What follows belongs to an exercise in optimizing a design on an open flow for small area, a short achievable clock period and few clock cycles per item; a production flow would make more cautious choices.
The RTL was checked by simulation tests, not by an equivalence proof against the original design.
Power and IR drop assume default switching activity.

==> job 8119 <==
## admm_top
module admm_top (
    input  logic        clk,
    input  logic        rst,
    input  logic        chipselect,
    input  logic        read,
    input  logic        write,
    input  logic [7:0]  addr,
    input  logic [31:0] writedata,
    output logic [31:0] readdata
);
export LEC_CHECK = 0
export CAP_MARGIN = 20
export CORE_MARGIN = 2
export CORE_UTILIZATION = 40
export SLEW_MARGIN = 20
create_clock -name core_clock -period 13.0 [get_ports {clk}]
standard.sh (not shown) runs the stock make flow with config.mk's settings and CLKGATE_MAP_FILE= SYNTH_SCRIPT=/design/flow/synth_recipe.tcl, a recipe that flattens the netlist after the stock synthesis.
==> flow/flow/run.sh <==
#!/bin/bash
# Standard layout, with timing repair aiming for extra setup slack so the
# critical paths are sized for a shorter period than the 13 ns constraint.
set -euo pipefail
bash standard.sh finish SETUP_SLACK_MARGIN=9 > flow_make.log 2>&1
==> job 247: changes against job 8119 <==
--- a/flow/design.v
+++ b/flow/design.v
@@ -164,16 +164,13 @@
     localparam int L = 2;
     logic [15:0] ref_r [N];
     logic [15:0] lo_r  [N];
     logic [15:0] hi_r  [N];
     logic [15:0] x_r   [N];
-    logic [15:0] z_r   [N];
     logic [15:0] tol_r;
     logic [15:0] max_r;
     logic [15:0] iter_r;
-    logic [15:0] pri_r;
-    logic [15:0] dual_r;
     logic        busy_r;
     logic        done_r;
     logic        conv_r;
     logic        it0_r;
     logic        last_r;
@@ -207,10 +204,11 @@
     logic [15:0] q4_x  [L];
     logic [15:0] q4_z  [L];
     logic [15:0] q4_md [L];
     logic [15:0] q4_me [L];
     logic [15:0] q4_y  [L];
+    logic [15:0] q4_zo [L];
     logic [15:0] q1_z  [L];
     logic [15:0] q1_y  [L];
     logic [15:0] q1_r  [L];
     logic [15:0] s1_x  [L];
     logic [15:0] s1_z  [L];
@@ -233,19 +231,25 @@
             ref_p[16*i +: 16] = ref_r[i];
             lo_p[16*i +: 16]  = lo_r[i];
             hi_p[16*i +: 16]  = hi_r[i];
         end
     end
-    logic clr;
+    logic       zmask;
+    logic       zmask_r;
+    logic       t2_it0_r, t3_it0_r;
     logic [1:0] ph_nx;
     assign ph_nx = busy_r ? ph_r + 2'd1 : {1'b0, start_now};
-    assign clr = !busy_r || (it0_r && ph_r != 2'd3);
+    always_ff @(posedge clk or posedge rst) begin
+        if (rst) zmask_r <= 1'b1;
+        else     zmask_r <= start_now || !busy_r || stop || (it0_r && ph_r != 2'd3);
+    end
+    assign zmask = zmask_r;
     genvar g;
     generate
         for (g = 0; g < L; g++) begin : g_lane
-            assign s1_z[g] = q1_z[g];
-            assign s1_y[g] = q1_y[g];
+            assign s1_z[g] = zmask ? 16'd0 : q1_z[g];
+            assign s1_y[g] = zmask ? 16'd0 : q1_y[g];
             admm_stage1 u_s1 (
                 .ref_i (q1_r[g]),
                 .z_i   (s1_z[g]),
                 .y_i   (s1_y[g]),
                 .x_o   (s1_x[g])
@@ -257,33 +261,38 @@
                 .hi_i (q2_hi[g]),
                 .z_o  (s2_z[g]),
                 .y_o  (s2_y[g])
             );
             admm_absdiff u_d (.a_i(q3_x[g]), .b_i(q3_z[g]),  .m_o(s3_md[g]));
-            admm_absdiff u_e (.a_i(q3_z[g]), .b_i(q3_zo[g]), .m_o(s3_me[g]));
+            admm_absdiff u_e (.a_i(q3_z[g]), .b_i(t3_it0_r ? 16'd0 : q3_zo[g]), .m_o(s3_me[g]));
         end
     endgenerate
     always_ff @(posedge clk) begin
         for (int j = 0; j < L; j++) begin
             q2_x[j]  <= s1_x[j];
             q2_y[j]  <= s1_y[j];
-            q2_zo[j] <= s1_z[j];
             q2_lo[j] <= pick(lo_p, ph_r, j);
             q2_hi[j] <= pick(hi_p, ph_r, j);
             q3_x[j]  <= q2_x[j];
             q3_z[j]  <= s2_z[j];
-            q3_zo[j] <= q2_zo[j];
             q3_y[j]  <= s2_y[j];
             q4_x[j]  <= q3_x[j];
             q4_z[j]  <= q3_z[j];
             q4_md[j] <= s3_md[j];
             q4_me[j] <= s3_me[j];
             q4_y[j]  <= q3_y[j];
             q1_r[j]  <= (cfg_wr && addr == 8'(8 + j)) ? writedata[15:0] : pick(ref_p, ph_nx, j);
-            q1_z[j]  <= clr ? 16'd0 : q4_z[j];
-            q1_y[j]  <= clr ? 16'd0 : q4_y[j];
+            q1_y[j]  <= q4_y[j];
+            if (busy_r) begin
+                q1_z[j]  <= q4_z[j];
+                q2_zo[j] <= q1_z[j];
+                q3_zo[j] <= q2_zo[j];
+                q4_zo[j] <= q3_zo[j];
+            end
         end
+        t2_it0_r <= zmask;
+        t3_it0_r <= t2_it0_r;
     end
     logic        ok_pair;
     logic        ok_acc_r;
     logic        conv_all;
     logic        it_end;
@@ -300,14 +309,21 @@
     assign first4   = (p4_r == 2'd0);
     assign conv_all = ok_pair && (first4 || ok_acc_r);
     assign it_end   = v4_r && (p4_r == 2'd3);
     assign stop     = it_end && (conv_all || last_r);
     always_ff @(posedge clk) begin
-        acc_p_r  <= f_p;
-        acc_d_r  <= f_d;
         ok_acc_r <= conv_all;
     end
+    always_ff @(posedge clk or posedge rst) begin
+        if (rst) begin
+            acc_p_r <= '0;
+            acc_d_r <= '0;
+        end else if (v4_r) begin
+            acc_p_r <= f_p;
+            acc_d_r <= f_d;
+        end
+    end
     logic [15:0] limit;
     assign limit = (max_r == 16'd0) ? 16'd1 : max_r;
     always_ff @(posedge clk or posedge rst) begin
         if (rst) begin
             busy_r <= 1'b0;
@@ -321,12 +337,10 @@
             v3_r   <= 1'b0;
             v4_r   <= 1'b0;
             p2_r   <= '0;
             p3_r   <= '0;
             p4_r   <= '0;
-            pri_r  <= '0;
-            dual_r <= '0;
             tol_r  <= '0;
             max_r  <= 16'd1;
         end else begin
             v2_r   <= issue && !stop;
             v3_r   <= v2_r && !stop;
@@ -345,12 +359,10 @@
             end else if (busy_r) begin
                 ph_r <= ph_r + 2'd1;
                 if (ph_r == 2'd3) it0_r <= 1'b0;
                 if (it_end) begin
                     iter_r <= iter_r + 16'd1;
-                    pri_r  <= f_p;
-                    dual_r <= f_d;
                 end
                 if (stop) begin
                     busy_r <= 1'b0;
                     done_r <= 1'b1;
                     conv_r <= conv_all;
@@ -363,11 +375,10 @@
     end
     always_ff @(posedge clk) begin
         for (int i = 0; i < N; i++) begin
             if (v4_r && p4_r == 2'(i / 2)) begin
                 x_r[i] <= q4_x[i % 2];
-                z_r[i] <= q4_z[i % 2];
             end
             if (cfg_wr && blk == 5'd1 && elem == 3'(i)) ref_r[i] <= writedata[15:0];
             if (cfg_wr && blk == 5'd2 && elem == 3'(i)) lo_r[i]  <= writedata[15:0];
             if (cfg_wr && blk == 5'd3 && elem == 3'(i)) hi_r[i]  <= writedata[15:0];
         end
@@ -382,20 +393,28 @@
                 case (elem)
                     3'd1: rd_val = stop ? {13'd0, conv_all, 2'b10} : {13'd0, conv_r, done_r, busy_r};
                     3'd2: rd_val = iter_r;
                     3'd3: rd_val = tol_r;
                     3'd4: rd_val = max_r;
-                    3'd5: rd_val = pri_r;
-                    3'd6: rd_val = dual_r;
+                    3'd5: rd_val = acc_p_r;
+                    3'd6: rd_val = acc_d_r;
                     default: rd_val = '0;
                 endcase
             end
             5'd1: begin rd_val = ref_r[elem]; rd_sx = 1'b1; end
             5'd2: begin rd_val = lo_r[elem];  rd_sx = 1'b1; end
             5'd3: begin rd_val = hi_r[elem];  rd_sx = 1'b1; end
             5'd4: begin rd_val = x_r[elem];   rd_sx = 1'b1; end
-            5'd5: begin rd_val = z_r[elem];   rd_sx = 1'b1; end
+            5'd5: begin
+                case (elem[2:1])
+                    2'd0: rd_val = q4_zo[elem[0]];
+                    2'd1: rd_val = q3_zo[elem[0]];
+                    2'd2: rd_val = q2_zo[elem[0]];
+                    default: rd_val = q1_z[elem[0]];
+                endcase
+                rd_sx = 1'b1;
+            end
             default: ;
         endcase
     end
     always_ff @(posedge clk) begin
         rd_lo <= rd_val;
==> flow/flow/run.sh (replaced) <==
#!/bin/bash
# Standard layout, with timing repair aiming for extra setup slack so the
# critical paths are sized for a shorter period than the 13 ns constraint.
set -euo pipefail
bash standard.sh finish SETUP_SLACK_MARGIN=8.75 > flow_make.log 2>&1
==> run summary <==
Job 8119 passed the timing, DRC and antenna checks. Job 247 passed the timing, DRC and antenna checks.
Against job 8119, the utilization of job 247 is lower by 2.3 points.
Global-route usage: job 247 is lower than job 8119 (0.12 points).
Against job 8119, the combinational power of job 247 is lower by 25%.
In job 247 the count of clock-buffer cells in the layout is higher than in job 8119, by 11.
Against job 8119, the power of job 247 is smaller by about 18%.
Sequential power: job 247 is lower than job 8119 (about 10%).
Testbench counts of job 8119, summed over its fixed seeds: cycles 12,724, solves 192.
Testbench counts of job 247, summed over its fixed seeds: cycles 12,724, solves 192.

afterwards: timing with drivers on the ports:
How much do the figures lean on ideal ports? The routed layouts below were timed once more, with nothing changed but the port constraints.
Step 1 (the two cells are an assumption about what drives the block):
set clk [get_ports {clk}]
set_driving_cell -lib_cell sky130_fd_sc_hd__clkbuf_16 $clk
set_driving_cell -lib_cell sky130_fd_sc_hd__buf_2 [delete_from_list [all_inputs] $clk]
Step 2 times the ports against the registers' clock, not the clock port: input delays grow and output delays shrink by t, the midpoint of the rising clock arrivals with the driver on.
Slacks: ideal / step 1 / step 2; pairs: ideal / step 1.
run	t (ns)	slack for setup (ns)	pins driven straight from the clock port
job 8119	0.887	8.357 / 8.374 / 7.487	1
job 247	0.855	8.680 / 8.544 / 7.689	1
After both steps every run listed still meets setup and hold. The setup slack of job 247, which loses most, moves by -0.136 ns with the drivers and by -0.991 ns with both steps.
